From an optimization exercise on the open Yosys and OpenROAD flow, aimed at small area, a short achievable clock period and few clock cycles per item; shortcuts taken in it are not production practice.
At most, simulation tests tie the RTL to the original design; equivalence was not proved.
Power figures rest on the tool's default switching activity, not on a simulated workload.

// fp_mul_pipe
module fp_mul_pipe
#(
  parameter int EXP_W = 8,
  parameter int MAN_W = 23,
  localparam int W = 1 + EXP_W + MAN_W
) (
  input  logic         clk,
  input  logic         reset,
  input  logic         in_valid,
  output logic         in_ready,
  input  logic         rnd_mode,
  input  logic [W-1:0] a,
  input  logic [W-1:0] b,
  output logic         out_valid,
  input  logic         out_ready,
  output logic [W-1:0] c,
  output logic         ovf,
  output logic         unf,
  output logic         inv
);
clock: 8.5 ns
lec_check: 0
abc_area: 1
cap_margin: 20
core_margin: 2
core_utilization: 40
slew_margin: 20
synth_hierarchical: 1
synth_minimum_keep_size: 0
run.sh (not shown) runs the stock make flow with config.mk's settings and CLKGATE_MAP_FILE= SYNTH_SCRIPT=/design/flow/synth_recipe.tcl, a recipe that flattens the netlist after the stock synthesis.
==> next run, changes <==
- SETUP_SLACK_MARGIN: not set -> 4
After rerunning: Power increases by about 14%. Clock power increases by about 2%. Clock skew is about the same. Critical path depth increases by 1. Non-clock buffer count increases by 211. Worst setup slack gains 1300 ps. Cell count increases by 8.2%. Via count increases by 15%.
Function was not checked in any run of this note: the RTL went through the layout flow alone.

========
Another version of the RTL of fp_mul_pipe (not shown whole).
For scale: ~2100 cells after synthesis, roughly 240 flip-flops, about 110 I/O pins.
Settings: LEC_CHECK=0, ABC_AREA=1, CAP_MARGIN=20, CORE_MARGIN=2, CORE_UTILIZATION=40, SETUP_SLACK_MARGIN=4, SLEW_MARGIN=20, SYNTH_HIERARCHICAL=1, SYNTH_MINIMUM_KEEP_SIZE=0; clock period 8.5 ns.
The first run completed without violations.
Rerun with:
==> flow/flow/run.sh (new file) <==
#!/bin/bash
# Layout flow: the standard ORFS flow (standard.sh, unchanged synthesis),
# with port buffers of a plain buffer cell instead of the default choice, and
# timing repair allowed to change cell footprints.
set -euo pipefail
bash standard.sh \
  MATCH_CELL_FOOTPRINT=0 \
  BUFFER_PORTS_ARGS="-buffer_cell sky130_fd_sc_hd__buf_4" \
  finish > standard.log 2>&1
==> flow/standard.sh (new file) <==
#!/bin/bash
# synth_recipe.tcl (not shown) runs the flow's synth.tcl, then flattens the netlist and writes it again
# the make line also repeats each setting of config.mk as NAME=value (left out here)
make -C /OpenROAD-flow-scripts/flow DESIGN_CONFIG=/design/flow/config.mk WORK_HOME=/design/flow/orfs CLKGATE_MAP_FILE= SYNTH_SCRIPT=/design/flow/synth_recipe.tcl "${@:-finish}"
removed: flow/run.sh
=> The changed run passed the timing, design-rule and antenna checks. Power decreases by about 2.1%. Hold slack is about the same. Final area decreases by 3.6%. Final cell count decreases by 2.6%. Die area is unchanged. Fmax increases by about 2.8%. Critical path depth decreases by 3.
No run of this note included a check of the RTL's function; only the layout flow was run.

========
Another version of the RTL of fp_mul_pipe (not shown whole).
Size: roughly 2000 cells after synthesis, roughly 190 flip-flops, ~21000 um2 of cells after synthesis.
==> flow/config.mk <==
export PLATFORM = sky130hd
export DESIGN_NAME = fp_mul_pipe
export DESIGN_NICKNAME = fp_mul_pipe
export VERILOG_FILES = /design/flow/design.v
export SDC_FILE = /design/flow/constraint.sdc
export NUM_CORES = 4
export LEC_CHECK = 0
export ABC_AREA = 1
export CAP_MARGIN = 20
export CORE_MARGIN = 2
export CORE_UTILIZATION = 40
export CTS_BUF_LIST = sky130_fd_sc_hd__clkbuf_8 sky130_fd_sc_hd__clkbuf_16
export SETUP_SLACK_MARGIN = 4.2
export SLEW_MARGIN = 20
export SYNTH_HIERARCHICAL = 1
export SYNTH_MINIMUM_KEEP_SIZE = 0
==> flow/constraint.sdc <==
create_clock -name core_clock -period 8.5 [get_ports {clk}]
set_input_delay 1.7000 -clock core_clock [delete_from_list [all_inputs] [get_ports {clk}]]
set_output_delay 1.7000 -clock core_clock [all_outputs]
set_load 0.01 [all_outputs]
standard.sh (not shown) runs the stock make flow with config.mk's settings and CLKGATE_MAP_FILE= SYNTH_SCRIPT=/design/flow/synth_recipe.tcl, a recipe that flattens the netlist after the stock synthesis.
==> flow/flow/run.sh <==
#!/bin/bash
# Layout flow: the standard ORFS flow (standard.sh, unchanged synthesis),
# with port buffers of a plain small buffer cell instead of the default
# choice, timing repair allowed to change cell footprints, and a fanout cap
# for the post-placement repair_design (flow/fanout.tcl).
set -euo pipefail
export PRE_RESIZE_TCL="$PWD/flow/fanout.tcl"
bash standard.sh \
  MATCH_CELL_FOOTPRINT=0 \
  BUFFER_PORTS_ARGS="-buffer_cell sky130_fd_sc_hd__buf_2" \
  finish > standard.log 2>&1
==> flow/flow/fanout.tcl <==
# Hook sourced before the post-placement repair_design: cap the fanout so the
# operand bank's flip-flops (which drive about 24 Booth selectors each) get buffered.
set_max_fanout 12 [current_design]
Testbench counts at the start, summed over its fixed seeds: cycles 16,024, items 16,000.
Change:
--- a/flow/flow/run.sh
+++ b/flow/flow/run.sh
@@ -4,2 +4 @@
-# choice, timing repair allowed to change cell footprints, and a fanout cap
-# for the post-placement repair_design (flow/fanout.tcl).
+# choice, and timing repair allowed to change cell footprints.
@@ -7 +5,0 @@
-export PRE_RESIZE_TCL="$PWD/flow/fanout.tcl"
Settings changed: SETUP_SLACK_MARGIN 4.2 to 4.6.
removed: flow/flow/fanout.tcl
After rerunning:
- The new run ran to the end with no violations
- hold slack is about the same
- power is higher by 3.7%
- die area stays the same
- final cell count fell by 3.0%
Change:
Settings changed: CORE_UTILIZATION 40 to 50.
Final area rises by about 1.2%. Final cell count falls by about 4%. Synthesized cell count is unchanged. Total power went up by 4.7%. Hold slack gets better by 0.0069 ns.
Change:
Settings changed: CORE_UTILIZATION 50 to 40, SETUP_SLACK_MARGIN 4.6 to 4.8.
The new run went through all stages and came out clean.
Routed wire length is higher by about 2%.
Final area is higher by 3.6%.
Flip-flop and latch count stays the same.
Via count is higher by 1.5%.
Total power barely changes.
Sequential share of layout area is lower by 0.81 points.
Worst setup slack loses 0.015 ns.
Utilization is lower by 10 points.
Synthesized cell count is unchanged.

========
== lagoon ==
fp_mul_pipe, a different RTL version from the one above (not shown whole).
For scale: roughly 180 flip-flops.
## fp_mul_pipe
module fp_mul_pipe
#(
  parameter int EXP_W = 8,
  parameter int MAN_W = 23,
  localparam int W = 1 + EXP_W + MAN_W
) (
  input  logic         clk,
  input  logic         reset,
  input  logic         in_valid,
  output logic         in_ready,
  input  logic         rnd_mode,
  input  logic [W-1:0] a,
  input  logic [W-1:0] b,
  output logic         out_valid,
  input  logic         out_ready,
  output logic [W-1:0] c,
  output logic         ovf,
  output logic         unf,
  output logic         inv
);
  logic en, vld1, vld2, vld3;
  logic [22:0] am, bm;
  logic s0, m0, inv0, zero0, vld0;
  logic [9:0] e0;
  assign en       = !vld2 | out_ready;
  assign in_ready = en;
  assign out_valid = vld2;
  always_ff @(posedge clk) begin
    if (reset) begin
      vld1 <= 1'b0;
      vld2 <= 1'b0;
      vld3 <= 1'b0;
    end else if (en) begin
      vld1 <= vld0;
      vld2 <= vld1;
      vld3 <= vld2;
    end
  end
  logic bo0;
  logic bt0;
  logic bn0;
  logic pp1;
  logic pp2;
  logic pp3;
  logic pp4;
  logic pp5;
  logic pp6;
  logic pp7;
  logic pp8;
  logic pp9;
  logic pp10;
  logic pp11;
  logic pp12;
  logic pp13;
  logic pp14;
  logic pp15;
  logic pp16;
  logic pp17;
  logic pp18;
  logic pp19;
  logic pp20;
  logic pp21;
  logic pp22;
  logic pp23;
  logic pp24;
  logic pp25;
  logic ns26;
  logic bo1;
  logic bt1;
  logic bn1;
  logic pp27;
  logic pp28;
  logic pp29;
  logic pp30;
  logic pp31;
  logic pp32;
  logic pp33;
  logic pp34;
  logic pp35;
  logic pp36;
  logic pp37;
  logic pp38;
  logic pp39;
  logic pp40;
  logic pp41;
  logic pp42;
  logic pp43;
  logic pp44;
  logic pp45;
  logic pp46;
  logic pp47;
  logic pp48;
  logic pp49;
  logic pp50;
  logic pp51;
  logic ns52;
  logic bo2;
  logic bt2;
  logic bn2;
  logic pp53;
  logic pp54;
  logic pp55;
  logic pp56;
  logic pp57;
  logic pp58;
  logic pp59;
  logic pp60;
  logic pp61;
  logic pp62;
  logic pp63;
  logic pp64;
  logic pp65;
  logic pp66;
  logic pp67;
  logic pp68;
  logic pp69;
  logic pp70;
  logic pp71;
  logic pp72;
  logic pp73;
  logic pp74;
  logic pp75;
  logic pp76;
  logic pp77;
  logic ns78;
  logic bo3;
  logic bt3;
  logic bn3;
  logic pp79;
  logic pp80;
  logic pp81;
  logic pp82;
  logic pp83;
  logic pp84;
  ...
clock: 8.5 ns
lec_check: 0
abc_area: 1
cap_margin: 20
core_margin: 2
core_utilization: 40
cts_buf_list: sky130_fd_sc_hd__clkbuf_8 sky130_fd_sc_hd__clkbuf_16
setup_slack_margin: 3.85
slew_margin: 20
synth_hierarchical: 1
synth_minimum_keep_size: 0
==> flow/flow/run.sh <==
#!/bin/bash
# Layout flow: the standard ORFS flow (standard.sh, unchanged synthesis),
# with port buffers of a plain small buffer cell instead of the default
# choice, and timing repair allowed to change cell footprints.
set -euo pipefail
bash standard.sh \
  MATCH_CELL_FOOTPRINT=0 \
  REMOVE_ABC_BUFFERS=1 \
  BUFFER_PORTS_ARGS="-buffer_cell sky130_fd_sc_hd__buf_2" \
  finish > standard.log 2>&1
Looking at the reports, lagoon completed the entire flow and the layout it produced met the timing, design-rule and antenna checks.
Here is what was changed in the inputs of juniper compared with lagoon.
Settings: CORE_UTILIZATION now 55, was 40.
-- flow/flow/run.sh --
<<< lagoon, line 8
  REMOVE_ABC_BUFFERS=1 \
>>> juniper, line 8
## What came out
Both conditions hold for juniper: the flow ran to the end and the final layout passed the timing, design-rule and antenna checks. Share of total power in the clock network: juniper and lagoon compared, lower one is juniper. juniper vs lagoon: maximum frequency down slightly. Cell area | juniper vs lagoon | juniper smaller. Static leakage across juniper and lagoon: no real change. juniper ends up with higher total global-route track usage than lagoon does. Compared with lagoon, juniper instantiates a smaller number of cells. Die area (lower): juniper. Reported for juniper and lagoon, number of buffers added on ports turned out identical to the last digit.
Edits applied to the flow inputs when going from juniper to willow:
Settings: CORE_UTILIZATION: 55 -> 40.
[summary]
- Side by side, post-route fraction of the period consumed by the critical path turned out lower in willow than in juniper.
- Diff willow..juniper | count of port buffers added during placement | unchanged
- willow vs juniper, maximum cell stage delay along the critical path went down by 20 ps.
- Summary — clock power share, willow relative to juniper: higher, by 0.2 points.
- Having completed the whole flow, willow delivered a layout that passed the timing, design-rule and antenna checks.
- Looking at overall routed net length, willow sits above juniper.
- Re minimum clock period: juniper and willow aren't equal, and the lower value belongs to willow.
- willow vs juniper, start point of the critical path: am[8]$_DFFE_PP_ vs am[5]$_DFFE_PP_
- Core utilization: willow lower than juniper
- The summed area of non-filler cells in the final layout reported for willow is greater than that of juniper by about 1.4%.
- The hold slack of willow is higher than that of juniper.
- On number of antenna violations at the first check in global routing, the higher figure sits with juniper, not willow.
Function was not checked in any run of this note: the RTL went through the layout flow alone.

-- what the ideal ports hide --
The flow's constraints put no driver on any port. The routed layouts listed below were extracted and timed again, unchanged, in two steps.
Step 1, drivers: a clkbuf_16 drives clk and a buf_2 each remaining input, both assumed.
Step 2, shift: input delay + t, output delay - t, t = (earliest + latest rising clock arrival at the registers) / 2. This alone moves slack from input paths to output paths.
Three values: no drivers, after step 1, after step 2; two values: the first two.
| run | t (ns) | setup slack, ns | hold slack, ns |
|---|---|---|---|
| the first run of note 1 | 0.487 | 2.209 / 2.227 / 1.740 | 0.425 / 0.425 / 0.425 |
| the second run of note 1 | 0.511 | 3.533 / 3.532 / 3.021 | 0.429 / 0.429 / 0.429 |
| the first run of note 2 | 0.617 | 3.767 / 3.704 / 3.379 | 0.424 / 0.424 / 0.424 |
| the second run of note 2 | 0.614 | 3.897 / 3.842 / 3.453 | 0.425 / 0.425 / 0.425 |
| the first run of note 3 | 0.544 | 4.248 / 4.248 / 3.977 | 0.413 / 0.413 / 0.413 |
| the second run of note 3 | 0.542 | 4.610 / 4.577 / 4.463 | 0.412 / 0.412 / 0.412 |
| the third run of note 3 | 0.510 | 4.508 / 4.474 / 4.474 | 0.419 / 0.419 / 0.419 |
| the fourth run of note 3 | 0.530 | 4.493 / 4.462 / 4.462 | 0.423 / 0.423 / 0.423 |
| lagoon | 0.544 | 3.908 / 3.908 / 3.908 | 0.420 / 0.420 / 0.420 |
| juniper | 0.505 | 3.880 / 3.880 / 3.880 | 0.417 / 0.417 / 0.417 |
| willow | 0.535 | 3.939 / 3.939 / 3.939 | 0.421 / 0.421 / 0.421 |
After both steps every run listed still meets setup and hold. For the second run of note 1, which loses most, drivers alone change the setup slack by -0.001 ns; drivers and shift together by -0.512 ns.
